This design comes from an exercise in tuning for small area, a short achievable clock period and few clock cycles per item on the open sky130 flow, not from production work. Only simulation tests tie the RTL to the original design; equivalence was not proved. No activity file was given, so power comes from the tool's default toggle rates.

## flow/design.v (module list and top-level ports; edited modules follow where they fit)
// module fpc_mul: 470 lines
// module fpc_sel: 10 lines
// module fpc_fa: 10 lines
// module float_to_pcm24_output_conditioner_top: 147 lines
// module fpc_dec: 15 lines
// module fpc_meter: 26 lines
// module fpc_word: 36 lines
module float_to_pcm24_output_conditioner_top (
   input  logic                clock,
   input  logic                reset,
   input  logic                req_valid,
   output logic                req_stall,
   input  logic [31:0]         req_left_sample_bits,
   input  logic [31:0]         req_right_sample_bits,
   output logic                rsp_valid,
   input  logic                rsp_stall,
   output logic signed [23:0]  rsp_left_word,
   output logic signed [23:0]  rsp_right_word,
   output logic [15:0]         rsp_peak_x1000,
   output logic [15:0]         rsp_nan_total,
   input  logic                csr_wr_en,
   input  logic [16:0]         csr_wr_data
);
  // ...
==> flow/flow/run.sh <==
#!/bin/bash
# The standard layout (the standard.sh, all steps), with two changes to
# how it is made: the port buffers that global placement inserts are made of
# the smallest plain buffer (repair may still resize them), and timing repair
# aims for 5.4 ns of setup slack at the design's 10 ns clock. Each tool's
# output goes to standard.log here; ORFS's per-step logs stay under orfs/logs.
set -euo pipefail
export BUFFER_PORTS_ARGS="-buffer_cell sky130_fd_sc_hd__buf_1"
export SETUP_SLACK_MARGIN=5.4
bash standard.sh > standard.log 2>&1
==> flow/standard.sh <==
#!/bin/bash
# synth_recipe.tcl (not shown) runs the flow's synth.tcl, then flattens the netlist and writes it again
# the make line also repeats each setting of config.mk as NAME=value (left out here)
make -C /OpenROAD-flow-scripts/flow DESIGN_CONFIG=/design/flow/config.mk WORK_HOME=/design/flow/orfs CLKGATE_MAP_FILE= SYNTH_SCRIPT=/design/flow/synth_recipe.tcl "${@:-finish}"
==> flow/config.mk <==
export PLATFORM = sky130hd
export DESIGN_NAME = float_to_pcm24_output_conditioner_top
export DESIGN_NICKNAME = float_to_pcm24_output_conditioner_top
export VERILOG_FILES = /design/flow/design.v
export SDC_FILE = /design/flow/constraint.sdc
export NUM_CORES = 4
export LEC_CHECK = 0
export ABC_AREA = 1
export CAP_MARGIN = 20
export CELL_PAD_IN_SITES_DETAIL_PLACEMENT = 1
export CELL_PAD_IN_SITES_GLOBAL_PLACEMENT = 2
export CORE_MARGIN = 2
export CORE_UTILIZATION = 40
export CTS_BUF_LIST = sky130_fd_sc_hd__clkbuf_4 sky130_fd_sc_hd__clkbuf_8
export SLEW_MARGIN = 20
export SYNTH_HIERARCHICAL = 1
export SYNTH_MINIMUM_KEEP_SIZE = 0
==> flow/constraint.sdc <==
create_clock -name core_clock -period 10.0 [get_ports {clock}]
set_input_delay 2.0000 -clock core_clock [delete_from_list [all_inputs] [get_ports {clock}]]
set_output_delay 2.0000 -clock core_clock [all_outputs]
set_load 0.01 [all_outputs]
==> key figures, run 1 <==
Outcome
  – Status: timing/DRC/antenna clean

Final layout
  – Post-route cell area: 0.0513 sq mm
  – Non-clk invs: 894
  – Multi-input logic area: 0.0313 sq mm
  – Final core utilization: 0.495
  – Multi-Input Combinational: 4571

GRT
  – GRT Residual Overflow: 0
  – GRT met2 Usage: 0.561

Setup path
  – Worst setup EP type: flop
  – Kind of critical path: flop to flop
  – CP peak stage delay: 0.59 ns
  – Crit path DAT: 5.37 ns
  – Worst EP required: 10.48 ns

Yosys
  – Synth Area per Inst: 6.92 sq um
  – Yosys warning count: 9

Power and ir drop
  – P_sw: 9620 uW
  – Clk pwr: 1310 uW
  – Combinational power: 14500 uW

Placed design
  – Number of port buffers: 167
  – DP Area: 0.0435 sq mm

Route
  – Routed WL: 191000 um
  – Via-per-instance ratio: 5.66

Die
  – Die Y: 327 um
  – Row Count: 118

Timing
  – WHS: 0.419 ns
  – Crit share post-route: 0.490
Testbench counts, summed over its fixed seeds: cycles 4,824, items 4,800.
==> inputs of run 2 (changes only) <==
--- a/flow/design.v
+++ b/flow/design.v
@@ -91,198 +91,198 @@
    assign pp_0_0 = ~((s1[0] & v[0]) | (s2[0] & 1'b0) | (s3[0] & v3[0]));
-   assign pp_0_1 = ~((s1[0] & v[1]) | (s2[0] & v[0]) | (s3[0] & v3[1]));
-   assign pp_0_2 = ~((s1[0] & v[2]) | (s2[0] & v[1]) | (s3[0] & v3[2]));
-   assign pp_0_3 = ~((s1[0] & v[3]) | (s2[0] & v[2]) | (s3[0] & v3[3]));
-   assign pp_0_4 = ~((s1[0] & v[4]) | (s2[0] & v[3]) | (s3[0] & v3[4]));
-   assign pp_0_5 = ~((s1[0] & v[5]) | (s2[0] & v[4]) | (s3[0] & v3[5]));
-   assign pp_0_6 = ~((s1[0] & v[6]) | (s2[0] & v[5]) | (s3[0] & v3[6]));
-   assign pp_0_7 = ~((s1[0] & v[7]) | (s2[0] & v[6]) | (s3[0] & v3[7]));
-   assign pp_0_8 = ~((s1[0] & v[8]) | (s2[0] & v[7]) | (s3[0] & v3[8]));
-   assign pp_0_9 = ~((s1[0] & v[9]) | (s2[0] & v[8]) | (s3[0] & v3[9]));
-   assign pp_0_10 = ~((s1[0] & v[10]) | (s2[0] & v[9]) | (s3[0] & v3[10]));
-   assign pp_0_11 = ~((s1[0] & v[11]) | (s2[0] & v[10]) | (s3[0] & v3[11]));
-   assign pp_0_12 = ~((s1[0] & v[12]) | (s2[0] & v[11]) | (s3[0] & v3[12]));
-   assign pp_0_13 = ~((s1[0] & v[13]) | (s2[0] & v[12]) | (s3[0] & v3[13]));
-   assign pp_0_14 = ~((s1[0] & v[14]) | (s2[0] & v[13]) | (s3[0] & v3[14]));
-   assign pp_0_15 = ~((s1[0] & v[15]) | (s2[0] & v[14]) | (s3[0] & v3[15]));
-   assign pp_0_16 = ~((s1[0] & v[16]) | (s2[0] & v[15]) | (s3[0] & v3[16]));
+   fpc_pp u_pp_0_1 (.s1(s1[0]), .s2(s2[0]), .s3(s3[0]), .x1(v[1]), .x2(v[0]), .x3(v3[1]), .y(pp_0_1));
+   fpc_pp u_pp_0_2 (.s1(s1[0]), .s2(s2[0]), .s3(s3[0]), .x1(v[2]), .x2(v[1]), .x3(v3[2]), .y(pp_0_2));
+   fpc_pp u_pp_0_3 (.s1(s1[0]), .s2(s2[0]), .s3(s3[0]), .x1(v[3]), .x2(v[2]), .x3(v3[3]), .y(pp_0_3));
+   fpc_pp u_pp_0_4 (.s1(s1[0]), .s2(s2[0]), .s3(s3[0]), .x1(v[4]), .x2(v[3]), .x3(v3[4]), .y(pp_0_4));
+   fpc_pp u_pp_0_5 (.s1(s1[0]), .s2(s2[0]), .s3(s3[0]), .x1(v[5]), .x2(v[4]), .x3(v3[5]), .y(pp_0_5));
+   fpc_pp u_pp_0_6 (.s1(s1[0]), .s2(s2[0]), .s3(s3[0]), .x1(v[6]), .x2(v[5]), .x3(v3[6]), .y(pp_0_6));
+   fpc_pp u_pp_0_7 (.s1(s1[0]), .s2(s2[0]), .s3(s3[0]), .x1(v[7]), .x2(v[6]), .x3(v3[7]), .y(pp_0_7));
+   fpc_pp u_pp_0_8 (.s1(s1[0]), .s2(s2[0]), .s3(s3[0]), .x1(v[8]), .x2(v[7]), .x3(v3[8]), .y(pp_0_8));
+   fpc_pp u_pp_0_9 (.s1(s1[0]), .s2(s2[0]), .s3(s3[0]), .x1(v[9]), .x2(v[8]), .x3(v3[9]), .y(pp_0_9));
+   fpc_pp u_pp_0_10 (.s1(s1[0]), .s2(s2[0]), .s3(s3[0]), .x1(v[10]), .x2(v[9]), .x3(v3[10]), .y(pp_0_10));
+   fpc_pp u_pp_0_11 (.s1(s1[0]), .s2(s2[0]), .s3(s3[0]), .x1(v[11]), .x2(v[10]), .x3(v3[11]), .y(pp_0_11));
+   fpc_pp u_pp_0_12 (.s1(s1[0]), .s2(s2[0]), .s3(s3[0]), .x1(v[12]), .x2(v[11]), .x3(v3[12]), .y(pp_0_12));
+   fpc_pp u_pp_0_13 (.s1(s1[0]), .s2(s2[0]), .s3(s3[0]), .x1(v[13]), .x2(v[12]), .x3(v3[13]), .y(pp_0_13));
+   fpc_pp u_pp_0_14 (.s1(s1[0]), .s2(s2[0]), .s3(s3[0]), .x1(v[14]), .x2(v[13]), .x3(v3[14]), .y(pp_0_14));
+   fpc_pp u_pp_0_15 (.s1(s1[0]), .s2(s2[0]), .s3(s3[0]), .x1(v[15]), .x2(v[14]), .x3(v3[15]), .y(pp_0_15));
+   fpc_pp u_pp_0_16 (.s1(s1[0]), .s2(s2[0]), .s3(s3[0]), .x1(v[16]), .x2(v[15]), .x3(v3[16]), .y(pp_0_16));
    assign pp_0_17 = ~((s1[0] & 1'b0) | (s2[0] & v[16]) | (s3[0] & v3[17]));
    assign pp_1_0 = ~((s1[1] & v[0]) | (s2[1] & 1'b0) | (s3[1] & v3[0]));
-   assign pp_1_1 = ~((s1[1] & v[1]) | (s2[1] & v[0]) | (s3[1] & v3[1]));
-   assign pp_1_2 = ~((s1[1] & v[2]) | (s2[1] & v[1]) | (s3[1] & v3[2]));
-   assign pp_1_3 = ~((s1[1] & v[3]) | (s2[1] & v[2]) | (s3[1] & v3[3]));
-   assign pp_1_4 = ~((s1[1] & v[4]) | (s2[1] & v[3]) | (s3[1] & v3[4]));
-   assign pp_1_5 = ~((s1[1] & v[5]) | (s2[1] & v[4]) | (s3[1] & v3[5]));
-   assign pp_1_6 = ~((s1[1] & v[6]) | (s2[1] & v[5]) | (s3[1] & v3[6]));
-   assign pp_1_7 = ~((s1[1] & v[7]) | (s2[1] & v[6]) | (s3[1] & v3[7]));
-   assign pp_1_8 = ~((s1[1] & v[8]) | (s2[1] & v[7]) | (s3[1] & v3[8]));
-   assign pp_1_9 = ~((s1[1] & v[9]) | (s2[1] & v[8]) | (s3[1] & v3[9]));
-   assign pp_1_10 = ~((s1[1] & v[10]) | (s2[1] & v[9]) | (s3[1] & v3[10]));
-   assign pp_1_11 = ~((s1[1] & v[11]) | (s2[1] & v[10]) | (s3[1] & v3[11]));
-   assign pp_1_12 = ~((s1[1] & v[12]) | (s2[1] & v[11]) | (s3[1] & v3[12]));
-   assign pp_1_13 = ~((s1[1] & v[13]) | (s2[1] & v[12]) | (s3[1] & v3[13]));
-   assign pp_1_14 = ~((s1[1] & v[14]) | (s2[1] & v[13]) | (s3[1] & v3[14]));
-   assign pp_1_15 = ~((s1[1] & v[15]) | (s2[1] & v[14]) | (s3[1] & v3[15]));
-   assign pp_1_16 = ~((s1[1] & v[16]) | (s2[1] & v[15]) | (s3[1] & v3[16]));
+   fpc_pp u_pp_1_1 (.s1(s1[1]), .s2(s2[1]), .s3(s3[1]), .x1(v[1]), .x2(v[0]), .x3(v3[1]), .y(pp_1_1));
+   fpc_pp u_pp_1_2 (.s1(s1[1]), .s2(s2[1]), .s3(s3[1]), .x1(v[2]), .x2(v[1]), .x3(v3[2]), .y(pp_1_2));
+   fpc_pp u_pp_1_3 (.s1(s1[1]), .s2(s2[1]), .s3(s3[1]), .x1(v[3]), .x2(v[2]), .x3(v3[3]), .y(pp_1_3));
+   fpc_pp u_pp_1_4 (.s1(s1[1]), .s2(s2[1]), .s3(s3[1]), .x1(v[4]), .x2(v[3]), .x3(v3[4]), .y(pp_1_4));
+   fpc_pp u_pp_1_5 (.s1(s1[1]), .s2(s2[1]), .s3(s3[1]), .x1(v[5]), .x2(v[4]), .x3(v3[5]), .y(pp_1_5));
+   fpc_pp u_pp_1_6 (.s1(s1[1]), .s2(s2[1]), .s3(s3[1]), .x1(v[6]), .x2(v[5]), .x3(v3[6]), .y(pp_1_6));
+   fpc_pp u_pp_1_7 (.s1(s1[1]), .s2(s2[1]), .s3(s3[1]), .x1(v[7]), .x2(v[6]), .x3(v3[7]), .y(pp_1_7));
+   fpc_pp u_pp_1_8 (.s1(s1[1]), .s2(s2[1]), .s3(s3[1]), .x1(v[8]), .x2(v[7]), .x3(v3[8]), .y(pp_1_8));
+   fpc_pp u_pp_1_9 (.s1(s1[1]), .s2(s2[1]), .s3(s3[1]), .x1(v[9]), .x2(v[8]), .x3(v3[9]), .y(pp_1_9));
+   fpc_pp u_pp_1_10 (.s1(s1[1]), .s2(s2[1]), .s3(s3[1]), .x1(v[10]), .x2(v[9]), .x3(v3[10]), .y(pp_1_10));
+   fpc_pp u_pp_1_11 (.s1(s1[1]), .s2(s2[1]), .s3(s3[1]), .x1(v[11]), .x2(v[10]), .x3(v3[11]), .y(pp_1_11));
+   fpc_pp u_pp_1_12 (.s1(s1[1]), .s2(s2[1]), .s3(s3[1]), .x1(v[12]), .x2(v[11]), .x3(v3[12]), .y(pp_1_12));
+   fpc_pp u_pp_1_13 (.s1(s1[1]), .s2(s2[1]), .s3(s3[1]), .x1(v[13]), .x2(v[12]), .x3(v3[13]), .y(pp_1_13));
+   fpc_pp u_pp_1_14 (.s1(s1[1]), .s2(s2[1]), .s3(s3[1]), .x1(v[14]), .x2(v[13]), .x3(v3[14]), .y(pp_1_14));
+   fpc_pp u_pp_1_15 (.s1(s1[1]), .s2(s2[1]), .s3(s3[1]), .x1(v[15]), .x2(v[14]), .x3(v3[15]), .y(pp_1_15));
+   fpc_pp u_pp_1_16 (.s1(s1[1]), .s2(s2[1]), .s3(s3[1]), .x1(v[16]), .x2(v[15]), .x3(v3[16]), .y(pp_1_16));
    assign pp_1_17 = ~((s1[1] & 1'b0) | (s2[1] & v[16]) | (s3[1] & v3[17]));
    assign pp_2_0 = ~((s1[2] & v[0]) | (s2[2] & 1'b0) | (s3[2] & v3[0]));
-   assign pp_2_1 = ~((s1[2] & v[1]) | (s2[2] & v[0]) | (s3[2] & v3[1]));
-   assign pp_2_2 = ~((s1[2] & v[2]) | (s2[2] & v[1]) | (s3[2] & v3[2]));
-   assign pp_2_3 = ~((s1[2] & v[3]) | (s2[2] & v[2]) | (s3[2] & v3[3]));
-   assign pp_2_4 = ~((s1[2] & v[4]) | (s2[2] & v[3]) | (s3[2] & v3[4]));
-   assign pp_2_5 = ~((s1[2] & v[5]) | (s2[2] & v[4]) | (s3[2] & v3[5]));
-   assign pp_2_6 = ~((s1[2] & v[6]) | (s2[2] & v[5]) | (s3[2] & v3[6]));
-   assign pp_2_7 = ~((s1[2] & v[7]) | (s2[2] & v[6]) | (s3[2] & v3[7]));
-   assign pp_2_8 = ~((s1[2] & v[8]) | (s2[2] & v[7]) | (s3[2] & v3[8]));
-   assign pp_2_9 = ~((s1[2] & v[9]) | (s2[2] & v[8]) | (s3[2] & v3[9]));
-   assign pp_2_10 = ~((s1[2] & v[10]) | (s2[2] & v[9]) | (s3[2] & v3[10]));
-   assign pp_2_11 = ~((s1[2] & v[11]) | (s2[2] & v[10]) | (s3[2] & v3[11]));
-   assign pp_2_12 = ~((s1[2] & v[12]) | (s2[2] & v[11]) | (s3[2] & v3[12]));
-   assign pp_2_13 = ~((s1[2] & v[13]) | (s2[2] & v[12]) | (s3[2] & v3[13]));
-   assign pp_2_14 = ~((s1[2] & v[14]) | (s2[2] & v[13]) | (s3[2] & v3[14]));
-   assign pp_2_15 = ~((s1[2] & v[15]) | (s2[2] & v[14]) | (s3[2] & v3[15]));
-   assign pp_2_16 = ~((s1[2] & v[16]) | (s2[2] & v[15]) | (s3[2] & v3[16]));
+   fpc_pp u_pp_2_1 (.s1(s1[2]), .s2(s2[2]), .s3(s3[2]), .x1(v[1]), .x2(v[0]), .x3(v3[1]), .y(pp_2_1));
+   fpc_pp u_pp_2_2 (.s1(s1[2]), .s2(s2[2]), .s3(s3[2]), .x1(v[2]), .x2(v[1]), .x3(v3[2]), .y(pp_2_2));
+   fpc_pp u_pp_2_3 (.s1(s1[2]), .s2(s2[2]), .s3(s3[2]), .x1(v[3]), .x2(v[2]), .x3(v3[3]), .y(pp_2_3));
+   fpc_pp u_pp_2_4 (.s1(s1[2]), .s2(s2[2]), .s3(s3[2]), .x1(v[4]), .x2(v[3]), .x3(v3[4]), .y(pp_2_4));
+   fpc_pp u_pp_2_5 (.s1(s1[2]), .s2(s2[2]), .s3(s3[2]), .x1(v[5]), .x2(v[4]), .x3(v3[5]), .y(pp_2_5));
+   fpc_pp u_pp_2_6 (.s1(s1[2]), .s2(s2[2]), .s3(s3[2]), .x1(v[6]), .x2(v[5]), .x3(v3[6]), .y(pp_2_6));
+   fpc_pp u_pp_2_7 (.s1(s1[2]), .s2(s2[2]), .s3(s3[2]), .x1(v[7]), .x2(v[6]), .x3(v3[7]), .y(pp_2_7));
+   fpc_pp u_pp_2_8 (.s1(s1[2]), .s2(s2[2]), .s3(s3[2]), .x1(v[8]), .x2(v[7]), .x3(v3[8]), .y(pp_2_8));
+   fpc_pp u_pp_2_9 (.s1(s1[2]), .s2(s2[2]), .s3(s3[2]), .x1(v[9]), .x2(v[8]), .x3(v3[9]), .y(pp_2_9));
+   fpc_pp u_pp_2_10 (.s1(s1[2]), .s2(s2[2]), .s3(s3[2]), .x1(v[10]), .x2(v[9]), .x3(v3[10]), .y(pp_2_10));
+   fpc_pp u_pp_2_11 (.s1(s1[2]), .s2(s2[2]), .s3(s3[2]), .x1(v[11]), .x2(v[10]), .x3(v3[11]), .y(pp_2_11));
+   fpc_pp u_pp_2_12 (.s1(s1[2]), .s2(s2[2]), .s3(s3[2]), .x1(v[12]), .x2(v[11]), .x3(v3[12]), .y(pp_2_12));
+   fpc_pp u_pp_2_13 (.s1(s1[2]), .s2(s2[2]), .s3(s3[2]), .x1(v[13]), .x2(v[12]), .x3(v3[13]), .y(pp_2_13));
+   fpc_pp u_pp_2_14 (.s1(s1[2]), .s2(s2[2]), .s3(s3[2]), .x1(v[14]), .x2(v[13]), .x3(v3[14]), .y(pp_2_14));
+   fpc_pp u_pp_2_15 (.s1(s1[2]), .s2(s2[2]), .s3(s3[2]), .x1(v[15]), .x2(v[14]), .x3(v3[15]), .y(pp_2_15));
+   fpc_pp u_pp_2_16 (.s1(s1[2]), .s2(s2[2]), .s3(s3[2]), .x1(v[16]), .x2(v[15]), .x3(v3[16]), .y(pp_2_16));
    assign pp_2_17 = ~((s1[2] & 1'b0) | (s2[2] & v[16]) | (s3[2] & v3[17]));
    assign pp_3_0 = ~((s1[3] & v[0]) | (s2[3] & 1'b0) | (s3[3] & v3[0]));
-   assign pp_3_1 = ~((s1[3] & v[1]) | (s2[3] & v[0]) | (s3[3] & v3[1]));
-   assign pp_3_2 = ~((s1[3] & v[2]) | (s2[3] & v[1]) | (s3[3] & v3[2]));
-   assign pp_3_3 = ~((s1[3] & v[3]) | (s2[3] & v[2]) | (s3[3] & v3[3]));
-   assign pp_3_4 = ~((s1[3] & v[4]) | (s2[3] & v[3]) | (s3[3] & v3[4]));
-   assign pp_3_5 = ~((s1[3] & v[5]) | (s2[3] & v[4]) | (s3[3] & v3[5]));
-   assign pp_3_6 = ~((s1[3] & v[6]) | (s2[3] & v[5]) | (s3[3] & v3[6]));
-   assign pp_3_7 = ~((s1[3] & v[7]) | (s2[3] & v[6]) | (s3[3] & v3[7]));
-   assign pp_3_8 = ~((s1[3] & v[8]) | (s2[3] & v[7]) | (s3[3] & v3[8]));
-   assign pp_3_9 = ~((s1[3] & v[9]) | (s2[3] & v[8]) | (s3[3] & v3[9]));
-   assign pp_3_10 = ~((s1[3] & v[10]) | (s2[3] & v[9]) | (s3[3] & v3[10]));
-   assign pp_3_11 = ~((s1[3] & v[11]) | (s2[3] & v[10]) | (s3[3] & v3[11]));
-   assign pp_3_12 = ~((s1[3] & v[12]) | (s2[3] & v[11]) | (s3[3] & v3[12]));
-   assign pp_3_13 = ~((s1[3] & v[13]) | (s2[3] & v[12]) | (s3[3] & v3[13]));
-   assign pp_3_14 = ~((s1[3] & v[14]) | (s2[3] & v[13]) | (s3[3] & v3[14]));
-   assign pp_3_15 = ~((s1[3] & v[15]) | (s2[3] & v[14]) | (s3[3] & v3[15]));
-   assign pp_3_16 = ~((s1[3] & v[16]) | (s2[3] & v[15]) | (s3[3] & v3[16]));
+   fpc_pp u_pp_3_1 (.s1(s1[3]), .s2(s2[3]), .s3(s3[3]), .x1(v[1]), .x2(v[0]), .x3(v3[1]), .y(pp_3_1));
+   fpc_pp u_pp_3_2 (.s1(s1[3]), .s2(s2[3]), .s3(s3[3]), .x1(v[2]), .x2(v[1]), .x3(v3[2]), .y(pp_3_2));
+   fpc_pp u_pp_3_3 (.s1(s1[3]), .s2(s2[3]), .s3(s3[3]), .x1(v[3]), .x2(v[2]), .x3(v3[3]), .y(pp_3_3));
+   fpc_pp u_pp_3_4 (.s1(s1[3]), .s2(s2[3]), .s3(s3[3]), .x1(v[4]), .x2(v[3]), .x3(v3[4]), .y(pp_3_4));
+   fpc_pp u_pp_3_5 (.s1(s1[3]), .s2(s2[3]), .s3(s3[3]), .x1(v[5]), .x2(v[4]), .x3(v3[5]), .y(pp_3_5));
+   fpc_pp u_pp_3_6 (.s1(s1[3]), .s2(s2[3]), .s3(s3[3]), .x1(v[6]), .x2(v[5]), .x3(v3[6]), .y(pp_3_6));
+   fpc_pp u_pp_3_7 (.s1(s1[3]), .s2(s2[3]), .s3(s3[3]), .x1(v[7]), .x2(v[6]), .x3(v3[7]), .y(pp_3_7));
+   fpc_pp u_pp_3_8 (.s1(s1[3]), .s2(s2[3]), .s3(s3[3]), .x1(v[8]), .x2(v[7]), .x3(v3[8]), .y(pp_3_8));
+   fpc_pp u_pp_3_9 (.s1(s1[3]), .s2(s2[3]), .s3(s3[3]), .x1(v[9]), .x2(v[8]), .x3(v3[9]), .y(pp_3_9));
+   fpc_pp u_pp_3_10 (.s1(s1[3]), .s2(s2[3]), .s3(s3[3]), .x1(v[10]), .x2(v[9]), .x3(v3[10]), .y(pp_3_10));
+   fpc_pp u_pp_3_11 (.s1(s1[3]), .s2(s2[3]), .s3(s3[3]), .x1(v[11]), .x2(v[10]), .x3(v3[11]), .y(pp_3_11));
+   fpc_pp u_pp_3_12 (.s1(s1[3]), .s2(s2[3]), .s3(s3[3]), .x1(v[12]), .x2(v[11]), .x3(v3[12]), .y(pp_3_12));
+   fpc_pp u_pp_3_13 (.s1(s1[3]), .s2(s2[3]), .s3(s3[3]), .x1(v[13]), .x2(v[12]), .x3(v3[13]), .y(pp_3_13));
+   fpc_pp u_pp_3_14 (.s1(s1[3]), .s2(s2[3]), .s3(s3[3]), .x1(v[14]), .x2(v[13]), .x3(v3[14]), .y(pp_3_14));
+   fpc_pp u_pp_3_15 (.s1(s1[3]), .s2(s2[3]), .s3(s3[3]), .x1(v[15]), .x2(v[14]), .x3(v3[15]), .y(pp_3_15));
+   fpc_pp u_pp_3_16 (.s1(s1[3]), .s2(s2[3]), .s3(s3[3]), .x1(v[16]), .x2(v[15]), .x3(v3[16]), .y(pp_3_16));
    assign pp_3_17 = ~((s1[3] & 1'b0) | (s2[3] & v[16]) | (s3[3] & v3[17]));
    assign pp_4_0 = ~((s1[4] & v[0]) | (s2[4] & 1'b0) | (s3[4] & v3[0]));
-   assign pp_4_1 = ~((s1[4] & v[1]) | (s2[4] & v[0]) | (s3[4] & v3[1]));
-   assign pp_4_2 = ~((s1[4] & v[2]) | (s2[4] & v[1]) | (s3[4] & v3[2]));
-   assign pp_4_3 = ~((s1[4] & v[3]) | (s2[4] & v[2]) | (s3[4] & v3[3]));
-   assign pp_4_4 = ~((s1[4] & v[4]) | (s2[4] & v[3]) | (s3[4] & v3[4]));
-   assign pp_4_5 = ~((s1[4] & v[5]) | (s2[4] & v[4]) | (s3[4] & v3[5]));
-   assign pp_4_6 = ~((s1[4] & v[6]) | (s2[4] & v[5]) | (s3[4] & v3[6]));
-   assign pp_4_7 = ~((s1[4] & v[7]) | (s2[4] & v[6]) | (s3[4] & v3[7]));
-   assign pp_4_8 = ~((s1[4] & v[8]) | (s2[4] & v[7]) | (s3[4] & v3[8]));
-   assign pp_4_9 = ~((s1[4] & v[9]) | (s2[4] & v[8]) | (s3[4] & v3[9]));
-   assign pp_4_10 = ~((s1[4] & v[10]) | (s2[4] & v[9]) | (s3[4] & v3[10]));
-   assign pp_4_11 = ~((s1[4] & v[11]) | (s2[4] & v[10]) | (s3[4] & v3[11]));
-   assign pp_4_12 = ~((s1[4] & v[12]) | (s2[4] & v[11]) | (s3[4] & v3[12]));
-   assign pp_4_13 = ~((s1[4] & v[13]) | (s2[4] & v[12]) | (s3[4] & v3[13]));
-   assign pp_4_14 = ~((s1[4] & v[14]) | (s2[4] & v[13]) | (s3[4] & v3[14]));
-   assign pp_4_15 = ~((s1[4] & v[15]) | (s2[4] & v[14]) | (s3[4] & v3[15]));
-   assign pp_4_16 = ~((s1[4] & v[16]) | (s2[4] & v[15]) | (s3[4] & v3[16]));
+   fpc_pp u_pp_4_1 (.s1(s1[4]), .s2(s2[4]), .s3(s3[4]), .x1(v[1]), .x2(v[0]), .x3(v3[1]), .y(pp_4_1));
+   fpc_pp u_pp_4_2 (.s1(s1[4]), .s2(s2[4]), .s3(s3[4]), .x1(v[2]), .x2(v[1]), .x3(v3[2]), .y(pp_4_2));
+   fpc_pp u_pp_4_3 (.s1(s1[4]), .s2(s2[4]), .s3(s3[4]), .x1(v[3]), .x2(v[2]), .x3(v3[3]), .y(pp_4_3));
+   fpc_pp u_pp_4_4 (.s1(s1[4]), .s2(s2[4]), .s3(s3[4]), .x1(v[4]), .x2(v[3]), .x3(v3[4]), .y(pp_4_4));
+   fpc_pp u_pp_4_5 (.s1(s1[4]), .s2(s2[4]), .s3(s3[4]), .x1(v[5]), .x2(v[4]), .x3(v3[5]), .y(pp_4_5));
+   fpc_pp u_pp_4_6 (.s1(s1[4]), .s2(s2[4]), .s3(s3[4]), .x1(v[6]), .x2(v[5]), .x3(v3[6]), .y(pp_4_6));
+   fpc_pp u_pp_4_7 (.s1(s1[4]), .s2(s2[4]), .s3(s3[4]), .x1(v[7]), .x2(v[6]), .x3(v3[7]), .y(pp_4_7));
+   fpc_pp u_pp_4_8 (.s1(s1[4]), .s2(s2[4]), .s3(s3[4]), .x1(v[8]), .x2(v[7]), .x3(v3[8]), .y(pp_4_8));
+   fpc_pp u_pp_4_9 (.s1(s1[4]), .s2(s2[4]), .s3(s3[4]), .x1(v[9]), .x2(v[8]), .x3(v3[9]), .y(pp_4_9));
+   fpc_pp u_pp_4_10 (.s1(s1[4]), .s2(s2[4]), .s3(s3[4]), .x1(v[10]), .x2(v[9]), .x3(v3[10]), .y(pp_4_10));
+   fpc_pp u_pp_4_11 (.s1(s1[4]), .s2(s2[4]), .s3(s3[4]), .x1(v[11]), .x2(v[10]), .x3(v3[11]), .y(pp_4_11));
+   fpc_pp u_pp_4_12 (.s1(s1[4]), .s2(s2[4]), .s3(s3[4]), .x1(v[12]), .x2(v[11]), .x3(v3[12]), .y(pp_4_12));
+   fpc_pp u_pp_4_13 (.s1(s1[4]), .s2(s2[4]), .s3(s3[4]), .x1(v[13]), .x2(v[12]), .x3(v3[13]), .y(pp_4_13));
+   fpc_pp u_pp_4_14 (.s1(s1[4]), .s2(s2[4]), .s3(s3[4]), .x1(v[14]), .x2(v[13]), .x3(v3[14]), .y(pp_4_14));
+   fpc_pp u_pp_4_15 (.s1(s1[4]), .s2(s2[4]), .s3(s3[4]), .x1(v[15]), .x2(v[14]), .x3(v3[15]), .y(pp_4_15));
+   fpc_pp u_pp_4_16 (.s1(s1[4]), .s2(s2[4]), .s3(s3[4]), .x1(v[16]), .x2(v[15]), .x3(v3[16]), .y(pp_4_16));
    assign pp_4_17 = ~((s1[4] & 1'b0) | (s2[4] & v[16]) | (s3[4] & v3[17]));
    assign pp_5_0 = ~((s1[5] & v[0]) | (s2[5] & 1'b0) | (s3[5] & v3[0]));
-   assign pp_5_1 = ~((s1[5] & v[1]) | (s2[5] & v[0]) | (s3[5] & v3[1]));
-   assign pp_5_2 = ~((s1[5] & v[2]) | (s2[5] & v[1]) | (s3[5] & v3[2]));
-   assign pp_5_3 = ~((s1[5] & v[3]) | (s2[5] & v[2]) | (s3[5] & v3[3]));
-   assign pp_5_4 = ~((s1[5] & v[4]) | (s2[5] & v[3]) | (s3[5] & v3[4]));
-   assign pp_5_5 = ~((s1[5] & v[5]) | (s2[5] & v[4]) | (s3[5] & v3[5]));
-   assign pp_5_6 = ~((s1[5] & v[6]) | (s2[5] & v[5]) | (s3[5] & v3[6]));
-   assign pp_5_7 = ~((s1[5] & v[7]) | (s2[5] & v[6]) | (s3[5] & v3[7]));
-   assign pp_5_8 = ~((s1[5] & v[8]) | (s2[5] & v[7]) | (s3[5] & v3[8]));
-   assign pp_5_9 = ~((s1[5] & v[9]) | (s2[5] & v[8]) | (s3[5] & v3[9]));
-   assign pp_5_10 = ~((s1[5] & v[10]) | (s2[5] & v[9]) | (s3[5] & v3[10]));
-   assign pp_5_11 = ~((s1[5] & v[11]) | (s2[5] & v[10]) | (s3[5] & v3[11]));
-   assign pp_5_12 = ~((s1[5] & v[12]) | (s2[5] & v[11]) | (s3[5] & v3[12]));
-   assign pp_5_13 = ~((s1[5] & v[13]) | (s2[5] & v[12]) | (s3[5] & v3[13]));
-   assign pp_5_14 = ~((s1[5] & v[14]) | (s2[5] & v[13]) | (s3[5] & v3[14]));
-   assign pp_5_15 = ~((s1[5] & v[15]) | (s2[5] & v[14]) | (s3[5] & v3[15]));
-   assign pp_5_16 = ~((s1[5] & v[16]) | (s2[5] & v[15]) | (s3[5] & v3[16]));
+   fpc_pp u_pp_5_1 (.s1(s1[5]), .s2(s2[5]), .s3(s3[5]), .x1(v[1]), .x2(v[0]), .x3(v3[1]), .y(pp_5_1));
+   fpc_pp u_pp_5_2 (.s1(s1[5]), .s2(s2[5]), .s3(s3[5]), .x1(v[2]), .x2(v[1]), .x3(v3[2]), .y(pp_5_2));
+   fpc_pp u_pp_5_3 (.s1(s1[5]), .s2(s2[5]), .s3(s3[5]), .x1(v[3]), .x2(v[2]), .x3(v3[3]), .y(pp_5_3));
+   fpc_pp u_pp_5_4 (.s1(s1[5]), .s2(s2[5]), .s3(s3[5]), .x1(v[4]), .x2(v[3]), .x3(v3[4]), .y(pp_5_4));
+   fpc_pp u_pp_5_5 (.s1(s1[5]), .s2(s2[5]), .s3(s3[5]), .x1(v[5]), .x2(v[4]), .x3(v3[5]), .y(pp_5_5));
+   fpc_pp u_pp_5_6 (.s1(s1[5]), .s2(s2[5]), .s3(s3[5]), .x1(v[6]), .x2(v[5]), .x3(v3[6]), .y(pp_5_6));
+   fpc_pp u_pp_5_7 (.s1(s1[5]), .s2(s2[5]), .s3(s3[5]), .x1(v[7]), .x2(v[6]), .x3(v3[7]), .y(pp_5_7));
+   fpc_pp u_pp_5_8 (.s1(s1[5]), .s2(s2[5]), .s3(s3[5]), .x1(v[8]), .x2(v[7]), .x3(v3[8]), .y(pp_5_8));
+   fpc_pp u_pp_5_9 (.s1(s1[5]), .s2(s2[5]), .s3(s3[5]), .x1(v[9]), .x2(v[8]), .x3(v3[9]), .y(pp_5_9));
+   fpc_pp u_pp_5_10 (.s1(s1[5]), .s2(s2[5]), .s3(s3[5]), .x1(v[10]), .x2(v[9]), .x3(v3[10]), .y(pp_5_10));
+   fpc_pp u_pp_5_11 (.s1(s1[5]), .s2(s2[5]), .s3(s3[5]), .x1(v[11]), .x2(v[10]), .x3(v3[11]), .y(pp_5_11));
+   fpc_pp u_pp_5_12 (.s1(s1[5]), .s2(s2[5]), .s3(s3[5]), .x1(v[12]), .x2(v[11]), .x3(v3[12]), .y(pp_5_12));
+   fpc_pp u_pp_5_13 (.s1(s1[5]), .s2(s2[5]), .s3(s3[5]), .x1(v[13]), .x2(v[12]), .x3(v3[13]), .y(pp_5_13));
+   fpc_pp u_pp_5_14 (.s1(s1[5]), .s2(s2[5]), .s3(s3[5]), .x1(v[14]), .x2(v[13]), .x3(v3[14]), .y(pp_5_14));
+   fpc_pp u_pp_5_15 (.s1(s1[5]), .s2(s2[5]), .s3(s3[5]), .x1(v[15]), .x2(v[14]), .x3(v3[15]), .y(pp_5_15));
+   fpc_pp u_pp_5_16 (.s1(s1[5]), .s2(s2[5]), .s3(s3[5]), .x1(v[16]), .x2(v[15]), .x3(v3[16]), .y(pp_5_16));
    assign pp_5_17 = ~((s1[5] & 1'b0) | (s2[5] & v[16]) | (s3[5] & v3[17]));
    assign pp_6_0 = ~((s1[6] & v[0]) | (s2[6] & 1'b0) | (s3[6] & v3[0]));
-   assign pp_6_1 = ~((s1[6] & v[1]) | (s2[6] & v[0]) | (s3[6] & v3[1]));
-   assign pp_6_2 = ~((s1[6] & v[2]) | (s2[6] & v[1]) | (s3[6] & v3[2]));
-   assign pp_6_3 = ~((s1[6] & v[3]) | (s2[6] & v[2]) | (s3[6] & v3[3]));
-   assign pp_6_4 = ~((s1[6] & v[4]) | (s2[6] & v[3]) | (s3[6] & v3[4]));
-   assign pp_6_5 = ~((s1[6] & v[5]) | (s2[6] & v[4]) | (s3[6] & v3[5]));
-   assign pp_6_6 = ~((s1[6] & v[6]) | (s2[6] & v[5]) | (s3[6] & v3[6]));
-   assign pp_6_7 = ~((s1[6] & v[7]) | (s2[6] & v[6]) | (s3[6] & v3[7]));
-   assign pp_6_8 = ~((s1[6] & v[8]) | (s2[6] & v[7]) | (s3[6] & v3[8]));
-   assign pp_6_9 = ~((s1[6] & v[9]) | (s2[6] & v[8]) | (s3[6] & v3[9]));
-   assign pp_6_10 = ~((s1[6] & v[10]) | (s2[6] & v[9]) | (s3[6] & v3[10]));
-   assign pp_6_11 = ~((s1[6] & v[11]) | (s2[6] & v[10]) | (s3[6] & v3[11]));
-   assign pp_6_12 = ~((s1[6] & v[12]) | (s2[6] & v[11]) | (s3[6] & v3[12]));
-   assign pp_6_13 = ~((s1[6] & v[13]) | (s2[6] & v[12]) | (s3[6] & v3[13]));
-   assign pp_6_14 = ~((s1[6] & v[14]) | (s2[6] & v[13]) | (s3[6] & v3[14]));
-   assign pp_6_15 = ~((s1[6] & v[15]) | (s2[6] & v[14]) | (s3[6] & v3[15]));
-   assign pp_6_16 = ~((s1[6] & v[16]) | (s2[6] & v[15]) | (s3[6] & v3[16]));
+   fpc_pp u_pp_6_1 (.s1(s1[6]), .s2(s2[6]), .s3(s3[6]), .x1(v[1]), .x2(v[0]), .x3(v3[1]), .y(pp_6_1));
+   fpc_pp u_pp_6_2 (.s1(s1[6]), .s2(s2[6]), .s3(s3[6]), .x1(v[2]), .x2(v[1]), .x3(v3[2]), .y(pp_6_2));
+   fpc_pp u_pp_6_3 (.s1(s1[6]), .s2(s2[6]), .s3(s3[6]), .x1(v[3]), .x2(v[2]), .x3(v3[3]), .y(pp_6_3));
+   fpc_pp u_pp_6_4 (.s1(s1[6]), .s2(s2[6]), .s3(s3[6]), .x1(v[4]), .x2(v[3]), .x3(v3[4]), .y(pp_6_4));
+   fpc_pp u_pp_6_5 (.s1(s1[6]), .s2(s2[6]), .s3(s3[6]), .x1(v[5]), .x2(v[4]), .x3(v3[5]), .y(pp_6_5));
+   fpc_pp u_pp_6_6 (.s1(s1[6]), .s2(s2[6]), .s3(s3[6]), .x1(v[6]), .x2(v[5]), .x3(v3[6]), .y(pp_6_6));
+   fpc_pp u_pp_6_7 (.s1(s1[6]), .s2(s2[6]), .s3(s3[6]), .x1(v[7]), .x2(v[6]), .x3(v3[7]), .y(pp_6_7));
+   fpc_pp u_pp_6_8 (.s1(s1[6]), .s2(s2[6]), .s3(s3[6]), .x1(v[8]), .x2(v[7]), .x3(v3[8]), .y(pp_6_8));
+   fpc_pp u_pp_6_9 (.s1(s1[6]), .s2(s2[6]), .s3(s3[6]), .x1(v[9]), .x2(v[8]), .x3(v3[9]), .y(pp_6_9));
+   fpc_pp u_pp_6_10 (.s1(s1[6]), .s2(s2[6]), .s3(s3[6]), .x1(v[10]), .x2(v[9]), .x3(v3[10]), .y(pp_6_10));
+   fpc_pp u_pp_6_11 (.s1(s1[6]), .s2(s2[6]), .s3(s3[6]), .x1(v[11]), .x2(v[10]), .x3(v3[11]), .y(pp_6_11));
+   fpc_pp u_pp_6_12 (.s1(s1[6]), .s2(s2[6]), .s3(s3[6]), .x1(v[12]), .x2(v[11]), .x3(v3[12]), .y(pp_6_12));
+   fpc_pp u_pp_6_13 (.s1(s1[6]), .s2(s2[6]), .s3(s3[6]), .x1(v[13]), .x2(v[12]), .x3(v3[13]), .y(pp_6_13));
+   fpc_pp u_pp_6_14 (.s1(s1[6]), .s2(s2[6]), .s3(s3[6]), .x1(v[14]), .x2(v[13]), .x3(v3[14]), .y(pp_6_14));
+   fpc_pp u_pp_6_15 (.s1(s1[6]), .s2(s2[6]), .s3(s3[6]), .x1(v[15]), .x2(v[14]), .x3(v3[15]), .y(pp_6_15));
+   fpc_pp u_pp_6_16 (.s1(s1[6]), .s2(s2[6]), .s3(s3[6]), .x1(v[16]), .x2(v[15]), .x3(v3[16]), .y(pp_6_16));
    assign pp_6_17 = ~((s1[6] & 1'b0) | (s2[6] & v[16]) | (s3[6] & v3[17]));
    assign pp_7_0 = ~((s1[7] & v[0]) | (s2[7] & 1'b0) | (s3[7] & v3[0]));
-   assign pp_7_1 = ~((s1[7] & v[1]) | (s2[7] & v[0]) | (s3[7] & v3[1]));
-   assign pp_7_2 = ~((s1[7] & v[2]) | (s2[7] & v[1]) | (s3[7] & v3[2]));
-   assign pp_7_3 = ~((s1[7] & v[3]) | (s2[7] & v[2]) | (s3[7] & v3[3]));
-   assign pp_7_4 = ~((s1[7] & v[4]) | (s2[7] & v[3]) | (s3[7] & v3[4]));
-   assign pp_7_5 = ~((s1[7] & v[5]) | (s2[7] & v[4]) | (s3[7] & v3[5]));
-   assign pp_7_6 = ~((s1[7] & v[6]) | (s2[7] & v[5]) | (s3[7] & v3[6]));
-   assign pp_7_7 = ~((s1[7] & v[7]) | (s2[7] & v[6]) | (s3[7] & v3[7]));
-   assign pp_7_8 = ~((s1[7] & v[8]) | (s2[7] & v[7]) | (s3[7] & v3[8]));
-   assign pp_7_9 = ~((s1[7] & v[9]) | (s2[7] & v[8]) | (s3[7] & v3[9]));
-   assign pp_7_10 = ~((s1[7] & v[10]) | (s2[7] & v[9]) | (s3[7] & v3[10]));
-   assign pp_7_11 = ~((s1[7] & v[11]) | (s2[7] & v[10]) | (s3[7] & v3[11]));
-   assign pp_7_12 = ~((s1[7] & v[12]) | (s2[7] & v[11]) | (s3[7] & v3[12]));
-   assign pp_7_13 = ~((s1[7] & v[13]) | (s2[7] & v[12]) | (s3[7] & v3[13]));
-   assign pp_7_14 = ~((s1[7] & v[14]) | (s2[7] & v[13]) | (s3[7] & v3[14]));
-   assign pp_7_15 = ~((s1[7] & v[15]) | (s2[7] & v[14]) | (s3[7] & v3[15]));
-   assign pp_7_16 = ~((s1[7] & v[16]) | (s2[7] & v[15]) | (s3[7] & v3[16]));
+   fpc_pp u_pp_7_1 (.s1(s1[7]), .s2(s2[7]), .s3(s3[7]), .x1(v[1]), .x2(v[0]), .x3(v3[1]), .y(pp_7_1));
+   fpc_pp u_pp_7_2 (.s1(s1[7]), .s2(s2[7]), .s3(s3[7]), .x1(v[2]), .x2(v[1]), .x3(v3[2]), .y(pp_7_2));
+   fpc_pp u_pp_7_3 (.s1(s1[7]), .s2(s2[7]), .s3(s3[7]), .x1(v[3]), .x2(v[2]), .x3(v3[3]), .y(pp_7_3));
+   fpc_pp u_pp_7_4 (.s1(s1[7]), .s2(s2[7]), .s3(s3[7]), .x1(v[4]), .x2(v[3]), .x3(v3[4]), .y(pp_7_4));
+   fpc_pp u_pp_7_5 (.s1(s1[7]), .s2(s2[7]), .s3(s3[7]), .x1(v[5]), .x2(v[4]), .x3(v3[5]), .y(pp_7_5));
+   fpc_pp u_pp_7_6 (.s1(s1[7]), .s2(s2[7]), .s3(s3[7]), .x1(v[6]), .x2(v[5]), .x3(v3[6]), .y(pp_7_6));
+   fpc_pp u_pp_7_7 (.s1(s1[7]), .s2(s2[7]), .s3(s3[7]), .x1(v[7]), .x2(v[6]), .x3(v3[7]), .y(pp_7_7));
+   fpc_pp u_pp_7_8 (.s1(s1[7]), .s2(s2[7]), .s3(s3[7]), .x1(v[8]), .x2(v[7]), .x3(v3[8]), .y(pp_7_8));
+   fpc_pp u_pp_7_9 (.s1(s1[7]), .s2(s2[7]), .s3(s3[7]), .x1(v[9]), .x2(v[8]), .x3(v3[9]), .y(pp_7_9));
+   fpc_pp u_pp_7_10 (.s1(s1[7]), .s2(s2[7]), .s3(s3[7]), .x1(v[10]), .x2(v[9]), .x3(v3[10]), .y(pp_7_10));
+   fpc_pp u_pp_7_11 (.s1(s1[7]), .s2(s2[7]), .s3(s3[7]), .x1(v[11]), .x2(v[10]), .x3(v3[11]), .y(pp_7_11));
+   fpc_pp u_pp_7_12 (.s1(s1[7]), .s2(s2[7]), .s3(s3[7]), .x1(v[12]), .x2(v[11]), .x3(v3[12]), .y(pp_7_12));
+   fpc_pp u_pp_7_13 (.s1(s1[7]), .s2(s2[7]), .s3(s3[7]), .x1(v[13]), .x2(v[12]), .x3(v3[13]), .y(pp_7_13));
+   fpc_pp u_pp_7_14 (.s1(s1[7]), .s2(s2[7]), .s3(s3[7]), .x1(v[14]), .x2(v[13]), .x3(v3[14]), .y(pp_7_14));
+   fpc_pp u_pp_7_15 (.s1(s1[7]), .s2(s2[7]), .s3(s3[7]), .x1(v[15]), .x2(v[14]), .x3(v3[15]), .y(pp_7_15));
+   fpc_pp u_pp_7_16 (.s1(s1[7]), .s2(s2[7]), .s3(s3[7]), .x1(v[16]), .x2(v[15]), .x3(v3[16]), .y(pp_7_16));
    assign pp_7_17 = ~((s1[7] & 1'b0) | (s2[7] & v[16]) | (s3[7] & v3[17]));
    assign pp_8_0 = ~((s1[8] & v[0]) | (s2[8] & 1'b0) | (s3[8] & v3[0]));
-   assign pp_8_1 = ~((s1[8] & v[1]) | (s2[8] & v[0]) | (s3[8] & v3[1]));
-   assign pp_8_2 = ~((s1[8] & v[2]) | (s2[8] & v[1]) | (s3[8] & v3[2]));
-   assign pp_8_3 = ~((s1[8] & v[3]) | (s2[8] & v[2]) | (s3[8] & v3[3]));
-   assign pp_8_4 = ~((s1[8] & v[4]) | (s2[8] & v[3]) | (s3[8] & v3[4]));
-   assign pp_8_5 = ~((s1[8] & v[5]) | (s2[8] & v[4]) | (s3[8] & v3[5]));
-   assign pp_8_6 = ~((s1[8] & v[6]) | (s2[8] & v[5]) | (s3[8] & v3[6]));
-   assign pp_8_7 = ~((s1[8] & v[7]) | (s2[8] & v[6]) | (s3[8] & v3[7]));
-   assign pp_8_8 = ~((s1[8] & v[8]) | (s2[8] & v[7]) | (s3[8] & v3[8]));
-   assign pp_8_9 = ~((s1[8] & v[9]) | (s2[8] & v[8]) | (s3[8] & v3[9]));
-   assign pp_8_10 = ~((s1[8] & v[10]) | (s2[8] & v[9]) | (s3[8] & v3[10]));
-   assign pp_8_11 = ~((s1[8] & v[11]) | (s2[8] & v[10]) | (s3[8] & v3[11]));
-   assign pp_8_12 = ~((s1[8] & v[12]) | (s2[8] & v[11]) | (s3[8] & v3[12]));
-   assign pp_8_13 = ~((s1[8] & v[13]) | (s2[8] & v[12]) | (s3[8] & v3[13]));
-   assign pp_8_14 = ~((s1[8] & v[14]) | (s2[8] & v[13]) | (s3[8] & v3[14]));
-   assign pp_8_15 = ~((s1[8] & v[15]) | (s2[8] & v[14]) | (s3[8] & v3[15]));
-   assign pp_8_16 = ~((s1[8] & v[16]) | (s2[8] & v[15]) | (s3[8] & v3[16]));
+   fpc_pp u_pp_8_1 (.s1(s1[8]), .s2(s2[8]), .s3(s3[8]), .x1(v[1]), .x2(v[0]), .x3(v3[1]), .y(pp_8_1));
+   fpc_pp u_pp_8_2 (.s1(s1[8]), .s2(s2[8]), .s3(s3[8]), .x1(v[2]), .x2(v[1]), .x3(v3[2]), .y(pp_8_2));
+   fpc_pp u_pp_8_3 (.s1(s1[8]), .s2(s2[8]), .s3(s3[8]), .x1(v[3]), .x2(v[2]), .x3(v3[3]), .y(pp_8_3));
+   fpc_pp u_pp_8_4 (.s1(s1[8]), .s2(s2[8]), .s3(s3[8]), .x1(v[4]), .x2(v[3]), .x3(v3[4]), .y(pp_8_4));
+   fpc_pp u_pp_8_5 (.s1(s1[8]), .s2(s2[8]), .s3(s3[8]), .x1(v[5]), .x2(v[4]), .x3(v3[5]), .y(pp_8_5));
+   fpc_pp u_pp_8_6 (.s1(s1[8]), .s2(s2[8]), .s3(s3[8]), .x1(v[6]), .x2(v[5]), .x3(v3[6]), .y(pp_8_6));
+   fpc_pp u_pp_8_7 (.s1(s1[8]), .s2(s2[8]), .s3(s3[8]), .x1(v[7]), .x2(v[6]), .x3(v3[7]), .y(pp_8_7));
+   fpc_pp u_pp_8_8 (.s1(s1[8]), .s2(s2[8]), .s3(s3[8]), .x1(v[8]), .x2(v[7]), .x3(v3[8]), .y(pp_8_8));
+   fpc_pp u_pp_8_9 (.s1(s1[8]), .s2(s2[8]), .s3(s3[8]), .x1(v[9]), .x2(v[8]), .x3(v3[9]), .y(pp_8_9));
+   fpc_pp u_pp_8_10 (.s1(s1[8]), .s2(s2[8]), .s3(s3[8]), .x1(v[10]), .x2(v[9]), .x3(v3[10]), .y(pp_8_10));
+   fpc_pp u_pp_8_11 (.s1(s1[8]), .s2(s2[8]), .s3(s3[8]), .x1(v[11]), .x2(v[10]), .x3(v3[11]), .y(pp_8_11));
+   fpc_pp u_pp_8_12 (.s1(s1[8]), .s2(s2[8]), .s3(s3[8]), .x1(v[12]), .x2(v[11]), .x3(v3[12]), .y(pp_8_12));
+   fpc_pp u_pp_8_13 (.s1(s1[8]), .s2(s2[8]), .s3(s3[8]), .x1(v[13]), .x2(v[12]), .x3(v3[13]), .y(pp_8_13));
+   fpc_pp u_pp_8_14 (.s1(s1[8]), .s2(s2[8]), .s3(s3[8]), .x1(v[14]), .x2(v[13]), .x3(v3[14]), .y(pp_8_14));
+   fpc_pp u_pp_8_15 (.s1(s1[8]), .s2(s2[8]), .s3(s3[8]), .x1(v[15]), .x2(v[14]), .x3(v3[15]), .y(pp_8_15));
+   fpc_pp u_pp_8_16 (.s1(s1[8]), .s2(s2[8]), .s3(s3[8]), .x1(v[16]), .x2(v[15]), .x3(v3[16]), .y(pp_8_16));
    assign pp_8_17 = ~((s1[8] & 1'b0) | (s2[8] & v[16]) | (s3[8] & v3[17]));
    assign pp_9_0 = ~((s1[9] & v[0]) | (s2[9] & 1'b0) | (s3[9] & v3[0]));
-   assign pp_9_1 = ~((s1[9] & v[1]) | (s2[9] & v[0]) | (s3[9] & v3[1]));
-   assign pp_9_2 = ~((s1[9] & v[2]) | (s2[9] & v[1]) | (s3[9] & v3[2]));
-   assign pp_9_3 = ~((s1[9] & v[3]) | (s2[9] & v[2]) | (s3[9] & v3[3]));
-   assign pp_9_4 = ~((s1[9] & v[4]) | (s2[9] & v[3]) | (s3[9] & v3[4]));
-   assign pp_9_5 = ~((s1[9] & v[5]) | (s2[9] & v[4]) | (s3[9] & v3[5]));
-   assign pp_9_6 = ~((s1[9] & v[6]) | (s2[9] & v[5]) | (s3[9] & v3[6]));
-   assign pp_9_7 = ~((s1[9] & v[7]) | (s2[9] & v[6]) | (s3[9] & v3[7]));
-   assign pp_9_8 = ~((s1[9] & v[8]) | (s2[9] & v[7]) | (s3[9] & v3[8]));
-   assign pp_9_9 = ~((s1[9] & v[9]) | (s2[9] & v[8]) | (s3[9] & v3[9]));
-   assign pp_9_10 = ~((s1[9] & v[10]) | (s2[9] & v[9]) | (s3[9] & v3[10]));
-   assign pp_9_11 = ~((s1[9] & v[11]) | (s2[9] & v[10]) | (s3[9] & v3[11]));
-   assign pp_9_12 = ~((s1[9] & v[12]) | (s2[9] & v[11]) | (s3[9] & v3[12]));
-   assign pp_9_13 = ~((s1[9] & v[13]) | (s2[9] & v[12]) | (s3[9] & v3[13]));
-   assign pp_9_14 = ~((s1[9] & v[14]) | (s2[9] & v[13]) | (s3[9] & v3[14]));
-   assign pp_9_15 = ~((s1[9] & v[15]) | (s2[9] & v[14]) | (s3[9] & v3[15]));
-   assign pp_9_16 = ~((s1[9] & v[16]) | (s2[9] & v[15]) | (s3[9] & v3[16]));
+   fpc_pp u_pp_9_1 (.s1(s1[9]), .s2(s2[9]), .s3(s3[9]), .x1(v[1]), .x2(v[0]), .x3(v3[1]), .y(pp_9_1));
+   fpc_pp u_pp_9_2 (.s1(s1[9]), .s2(s2[9]), .s3(s3[9]), .x1(v[2]), .x2(v[1]), .x3(v3[2]), .y(pp_9_2));
+   fpc_pp u_pp_9_3 (.s1(s1[9]), .s2(s2[9]), .s3(s3[9]), .x1(v[3]), .x2(v[2]), .x3(v3[3]), .y(pp_9_3));
+   fpc_pp u_pp_9_4 (.s1(s1[9]), .s2(s2[9]), .s3(s3[9]), .x1(v[4]), .x2(v[3]), .x3(v3[4]), .y(pp_9_4));
+   fpc_pp u_pp_9_5 (.s1(s1[9]), .s2(s2[9]), .s3(s3[9]), .x1(v[5]), .x2(v[4]), .x3(v3[5]), .y(pp_9_5));
+   fpc_pp u_pp_9_6 (.s1(s1[9]), .s2(s2[9]), .s3(s3[9]), .x1(v[6]), .x2(v[5]), .x3(v3[6]), .y(pp_9_6));
+   fpc_pp u_pp_9_7 (.s1(s1[9]), .s2(s2[9]), .s3(s3[9]), .x1(v[7]), .x2(v[6]), .x3(v3[7]), .y(pp_9_7));
+   fpc_pp u_pp_9_8 (.s1(s1[9]), .s2(s2[9]), .s3(s3[9]), .x1(v[8]), .x2(v[7]), .x3(v3[8]), .y(pp_9_8));
+   fpc_pp u_pp_9_9 (.s1(s1[9]), .s2(s2[9]), .s3(s3[9]), .x1(v[9]), .x2(v[8]), .x3(v3[9]), .y(pp_9_9));
+   fpc_pp u_pp_9_10 (.s1(s1[9]), .s2(s2[9]), .s3(s3[9]), .x1(v[10]), .x2(v[9]), .x3(v3[10]), .y(pp_9_10));
+   fpc_pp u_pp_9_11 (.s1(s1[9]), .s2(s2[9]), .s3(s3[9]), .x1(v[11]), .x2(v[10]), .x3(v3[11]), .y(pp_9_11));
+   fpc_pp u_pp_9_12 (.s1(s1[9]), .s2(s2[9]), .s3(s3[9]), .x1(v[12]), .x2(v[11]), .x3(v3[12]), .y(pp_9_12));
+   fpc_pp u_pp_9_13 (.s1(s1[9]), .s2(s2[9]), .s3(s3[9]), .x1(v[13]), .x2(v[12]), .x3(v3[13]), .y(pp_9_13));
+   fpc_pp u_pp_9_14 (.s1(s1[9]), .s2(s2[9]), .s3(s3[9]), .x1(v[14]), .x2(v[13]), .x3(v3[14]), .y(pp_9_14));
+   fpc_pp u_pp_9_15 (.s1(s1[9]), .s2(s2[9]), .s3(s3[9]), .x1(v[15]), .x2(v[14]), .x3(v3[15]), .y(pp_9_15));
+   fpc_pp u_pp_9_16 (.s1(s1[9]), .s2(s2[9]), .s3(s3[9]), .x1(v[16]), .x2(v[15]), .x3(v3[16]), .y(pp_9_16));
    assign pp_9_17 = ~((s1[9] & 1'b0) | (s2[9] & v[16]) | (s3[9] & v3[17]));
    assign pp_10_0 = ~((s1[10] & v[0]) | (s2[10] & 1'b0) | (s3[10] & v3[0]));
-   assign pp_10_1 = ~((s1[10] & v[1]) | (s2[10] & v[0]) | (s3[10] & v3[1]));
-   assign pp_10_2 = ~((s1[10] & v[2]) | (s2[10] & v[1]) | (s3[10] & v3[2]));
-   assign pp_10_3 = ~((s1[10] & v[3]) | (s2[10] & v[2]) | (s3[10] & v3[3]));
-   assign pp_10_4 = ~((s1[10] & v[4]) | (s2[10] & v[3]) | (s3[10] & v3[4]));
-   assign pp_10_5 = ~((s1[10] & v[5]) | (s2[10] & v[4]) | (s3[10] & v3[5]));
-   assign pp_10_6 = ~((s1[10] & v[6]) | (s2[10] & v[5]) | (s3[10] & v3[6]));
-   assign pp_10_7 = ~((s1[10] & v[7]) | (s2[10] & v[6]) | (s3[10] & v3[7]));
-   assign pp_10_8 = ~((s1[10] & v[8]) | (s2[10] & v[7]) | (s3[10] & v3[8]));
-   assign pp_10_9 = ~((s1[10] & v[9]) | (s2[10] & v[8]) | (s3[10] & v3[9]));
-   assign pp_10_10 = ~((s1[10] & v[10]) | (s2[10] & v[9]) | (s3[10] & v3[10]));
-   assign pp_10_11 = ~((s1[10] & v[11]) | (s2[10] & v[10]) | (s3[10] & v3[11]));
-   assign pp_10_12 = ~((s1[10] & v[12]) | (s2[10] & v[11]) | (s3[10] & v3[12]));
-   assign pp_10_13 = ~((s1[10] & v[13]) | (s2[10] & v[12]) | (s3[10] & v3[13]));
-   assign pp_10_14 = ~((s1[10] & v[14]) | (s2[10] & v[13]) | (s3[10] & v3[14]));
-   assign pp_10_15 = ~((s1[10] & v[15]) | (s2[10] & v[14]) | (s3[10] & v3[15]));
-   assign pp_10_16 = ~((s1[10] & v[16]) | (s2[10] & v[15]) | (s3[10] & v3[16]));
+   fpc_pp u_pp_10_1 (.s1(s1[10]), .s2(s2[10]), .s3(s3[10]), .x1(v[1]), .x2(v[0]), .x3(v3[1]), .y(pp_10_1));
+   fpc_pp u_pp_10_2 (.s1(s1[10]), .s2(s2[10]), .s3(s3[10]), .x1(v[2]), .x2(v[1]), .x3(v3[2]), .y(pp_10_2));
+   fpc_pp u_pp_10_3 (.s1(s1[10]), .s2(s2[10]), .s3(s3[10]), .x1(v[3]), .x2(v[2]), .x3(v3[3]), .y(pp_10_3));
+   fpc_pp u_pp_10_4 (.s1(s1[10]), .s2(s2[10]), .s3(s3[10]), .x1(v[4]), .x2(v[3]), .x3(v3[4]), .y(pp_10_4));
+   fpc_pp u_pp_10_5 (.s1(s1[10]), .s2(s2[10]), .s3(s3[10]), .x1(v[5]), .x2(v[4]), .x3(v3[5]), .y(pp_10_5));
+   fpc_pp u_pp_10_6 (.s1(s1[10]), .s2(s2[10]), .s3(s3[10]), .x1(v[6]), .x2(v[5]), .x3(v3[6]), .y(pp_10_6));
+   fpc_pp u_pp_10_7 (.s1(s1[10]), .s2(s2[10]), .s3(s3[10]), .x1(v[7]), .x2(v[6]), .x3(v3[7]), .y(pp_10_7));
+   fpc_pp u_pp_10_8 (.s1(s1[10]), .s2(s2[10]), .s3(s3[10]), .x1(v[8]), .x2(v[7]), .x3(v3[8]), .y(pp_10_8));
+   fpc_pp u_pp_10_9 (.s1(s1[10]), .s2(s2[10]), .s3(s3[10]), .x1(v[9]), .x2(v[8]), .x3(v3[9]), .y(pp_10_9));
+   fpc_pp u_pp_10_10 (.s1(s1[10]), .s2(s2[10]), .s3(s3[10]), .x1(v[10]), .x2(v[9]), .x3(v3[10]), .y(pp_10_10));
+   fpc_pp u_pp_10_11 (.s1(s1[10]), .s2(s2[10]), .s3(s3[10]), .x1(v[11]), .x2(v[10]), .x3(v3[11]), .y(pp_10_11));
+   fpc_pp u_pp_10_12 (.s1(s1[10]), .s2(s2[10]), .s3(s3[10]), .x1(v[12]), .x2(v[11]), .x3(v3[12]), .y(pp_10_12));
+   fpc_pp u_pp_10_13 (.s1(s1[10]), .s2(s2[10]), .s3(s3[10]), .x1(v[13]), .x2(v[12]), .x3(v3[13]), .y(pp_10_13));
+   fpc_pp u_pp_10_14 (.s1(s1[10]), .s2(s2[10]), .s3(s3[10]), .x1(v[14]), .x2(v[13]), .x3(v3[14]), .y(pp_10_14));
+   fpc_pp u_pp_10_15 (.s1(s1[10]), .s2(s2[10]), .s3(s3[10]), .x1(v[15]), .x2(v[14]), .x3(v3[15]), .y(pp_10_15));
+   fpc_pp u_pp_10_16 (.s1(s1[10]), .s2(s2[10]), .s3(s3[10]), .x1(v[16]), .x2(v[15]), .x3(v3[16]), .y(pp_10_16));
    assign pp_10_17 = ~((s1[10] & 1'b0) | (s2[10] & v[16]) | (s3[10] & v3[17]));
@@ -490,2 +490,13 @@
 endmodule
+module fpc_pp (
+   input  logic s1,
+   input  logic s2,
+   input  logic s3,
+   input  logic x1,
+   input  logic x2,
+   input  logic x3,
+   output logic y
+);
+   assign y = ~((s1 & x1) | (s2 & x2) | (s3 & x3));
+endmodule
 module fpc_fa (
==> flow/flow/run.sh (replaced) <==
#!/bin/bash
# The standard layout (the standard.sh, all steps), with the port buffers
# that global placement inserts made of the smallest plain buffer instead of
# the flow's default choice; repair may still resize them. Each tool's output
# goes to standard.log here; ORFS's own per-step logs stay under orfs/logs.
set -euo pipefail
export BUFFER_PORTS_ARGS="-buffer_cell sky130_fd_sc_hd__buf_1"
bash standard.sh > standard.log 2>&1
--- a/flow/config.mk
+++ b/flow/config.mk
@@ -7,3 +7,2 @@
 export LEC_CHECK = 0
-export ABC_AREA = 1
 export CAP_MARGIN = 20
@@ -14,2 +13,3 @@
 export CTS_BUF_LIST = sky130_fd_sc_hd__clkbuf_4 sky130_fd_sc_hd__clkbuf_8
+export SETUP_SLACK_MARGIN = 5
 export SLEW_MARGIN = 20
==> run 2 against run 1 <==
Net effect: global-route usage decreased by 2.6 points; combinational power decreased by 44%; sequential share of layout area increased by 2.4 points; maximum frequency decreased by 7.9%; synthesized area decreased by 10%; first-iteration DRC count increased by 53%; cell area decreased by 13%; worst hold slack improved by 0.0031 ns; critical endpoint is now s1_r_q_ff[35]; count of clock-buffer cells in the layout increased by 11.
==> key figures, run 2 <==
Outcome
  – Status: timing/DRC/antenna clean

Clock network
  – Num Clock Sinks: 306
  – Worst-path clk slew: 0.06 ns
  – Clock Tree Root: clkbuf_8
  – H-tree depth: 2
  – Cts hold-fix bufs: 0
  – CTS Buffer Depth: 3
  – CTS tree: built
  – CTS Buf Count: 60
  – Clock insertion delay at the later pin of the skew report: 0.76 ns

GRT
  – Largest net degree at the start of global routing: 69
  – Initial antenna violation count: 3
  – First-pass GRT wire length: 233000 um
  – Vias in the first global route: 37482
  – GRT Max-Usage Layer: met2
  – GRT met1 Usage: 0.431
  – Met3 Use GR: 0.0657
  – GRT Residual Overflow: 0 (unchanged)
  – GRT met2 Usage: 0.493 (-0.0678)
  – Overall routing resource usage: 0.316

Hold path
  – Worst Hold Class: flop to flop

Power and ir drop
  – Peak supply drop: 0.187 mV
  – Pwr per Cell Area: 264 mW/mm^2
  – Pleak: 0.0156 uW

Placed design
  – DP HPWL: 107000 um
  – Placer Congestion: 0.902
  – Setup WS pre-CTS: 4.14 ns
  – Number of port buffers: 167 (unchanged)

Route
  – Antenna viol nets, final: 0
  – Initial drt markers: 5560
  – Vias: 35971
  – Wire per inst: 29.6 um
  – Routed WL: 157000 um (-18%)
  – Via-per-instance ratio: 6.77 (+20%)
  – Drt drc: 0
  – Router iterations before antenna repair: 17

Timing
  – Worst-Margin Slew: 1.14 ns
  – Max_slew headroom: 0.233
  – RSZ-0062 raised after global routing: yes
  – Min Clock Period, post-route: 5.32 ns
  – Clock skew: 0.0440 ns
  – Final WS setup: 4.68 ns
  – Endpoints failing setup: 0
  – Setup_tns: 0 ns
  – Final count of hold timing violations: 0
  – Final count of pins violating max slew: 0
  – Peak Freq: 188 MHz
  – Crit share post-route: 0.532 (+0.0422)

Setup path
  – CP delay by family, top: adder cells
  – Worst Setup Start Kind: flop
  – Highest-delay cell along the critical path: fa_1
  – CP peak stage delay: 0.54 ns (-0.05 ns)
  – Kind of critical path: flop to flop
  – CP max FO: 7
  – Cell Chain, Critical Path: and2b_4 > buf_6 > buf_12 > a222oi_1 > fa_1 > fa_1 > fa_1 > fa_2 > ha_4 > a21o_1 > a31oi_2 > o211ai_1 > a2111oi_2 > o31a_1 > o31a_1 > o211ai_2
  – Top cell by count, worst path: fa_1
  – Crit path DAT: 5.78 ns (+0.41 ns)
  – Worst setup EP type: flop
  – Worst EP required: 10.46 ns (-0.02 ns)
  – CP bufs+invs: 2

Die
  – Die Area: 0.0962 sq mm
  – Initial core utilization: 0.403
  – Die width: 310 um
  – Placeable Area: 0.0930 sq mm
  – Row Count: 112 (-5.1%)
  – Die Y: 310 um (-5.2%)
  – Io pins: 168

Yosys
  – Synthesized instance count: 3621
  – Mapped cell area: 0.0375 sq mm
  – Synthesized net count: 4266
  – Synth Area per Inst: 10.4 sq um (+50%)
  – Yosys warning count: 9 (unchanged)

Final layout
  – Most common cell after layout, fill and taps aside: a222oi_1
  – Top flop regs: s1_l_q_ff: 40 flops, s1_r_q_ff: 40 flops
  – Share of layout cells above drive strength 1: 0.220
  – Final nets: 4647
  – Most frequent cells in the layout: 352 x a222oi_1, 288 x inv_1, 278 x fa_1, 236 x edfxtp_1, 230 x buf_4
  – Area grow syn2layout: 18.7%

Job
  – Max cap viols: 0
[run 2: timing repair]
action | 4_1_cts | 5_1_grt
hold endpoints to repair | 0 | 0
pin swaps | 256 | 162
resized for setup | 266 | 121
buffers inserted | 141 | 82
endpoints found under the setup margin | 61 | 74
gates cloned | 8 | 4
[run 2: final timing paths]
check,cells past startpoint,slack [ns],from,to
hold / removal,0,0.42,in_l_ctl_ff[1],s1_l_ctl_ff[1]
hold reg to reg,0,0.42,in_l_ctl_ff[1],s1_l_ctl_ff[1]
setup / recovery,16,4.68,in_r_f_ff[10],s1_r_q_ff[35]
setup reg to reg,16,4.68,in_r_f_ff[10],s1_r_q_ff[35]
[run 2: power breakdown]
group          switching, uW  leakage, uW  total [uW]  internal (uW)
combinational           4490       0.0118        8110           3620
clock                    609     0.000689        1370            763
sequential               394      0.00311        2280           1880
total                   5490       0.0156       11800           6270
[run 2: per-layer routing]
layer / vias up / routed length, um / share of wire
met5: - / 9 / 0.000057
met3: 446 / 15100 / 0.096
met2: 2045 / 70300 / 0.45
met1: 18246 / 65400 / 0.42
met4: 2 / 6240 / 0.040
li1: 15232 / - / -
[run 2: through the flow]
step	util	power, uW	std cells	hold WS [ns]	cell area [sq um]
finish	0.478	11800	5312	0.422	44500
global route	0.478	12500	5310	0.434	44500
CTS	0.464	11000	5221	0.429	43200
floorplan	-	6650	3621	0.400	37600
global placement	0.424	8360	4958	0.406	39500
detailed placement	0.425	8510	4958	0.406	39500
[run 2: area by class of cell]
type                            instances  area (sq um)
Fill cell                           10303         48600
Multi-Input combinational cell       2883         28800
Sequential cell                       306          8510
Timing Repair Buffer                  453          3180
Tap cell                             1254          1570
Inverter                              298          1130
Clock buffer                           89          1110
Clock inverter                         25           190
Antenna cell                            4          10.0
Testbench counts of run 2, summed over its fixed seeds: cycles 4,824, items 4,800.

re-timing with driven ports:
No port has a modelled driver above. Below, the same layouts with a new extraction and two added sets of constraints.
Step 1 assumes that a clkbuf_16 drives the clock port and a buf_2 every other input.
Step 2 also shifts input and output timing later by t, the mid clock arrival at the registers, as if the neighbouring blocks saw the same clock.
Slacks: ideal / step 1 / step 2; pairs: ideal / step 1.
| run | t (ns) | setup WS [ns] | pins driven straight from the clock port |
|---|---|---|---|
| run 1 | 0.788 | 5.103 / 5.103 / 5.103 | 1 |
| run 2 | 0.803 | 4.681 / 4.681 / 4.587 | 1 |
After both steps setup and hold are still met in every run listed. For run 2, which loses most, drivers alone change the setup slack by 0.000 ns; drivers and shift together by -0.094 ns.
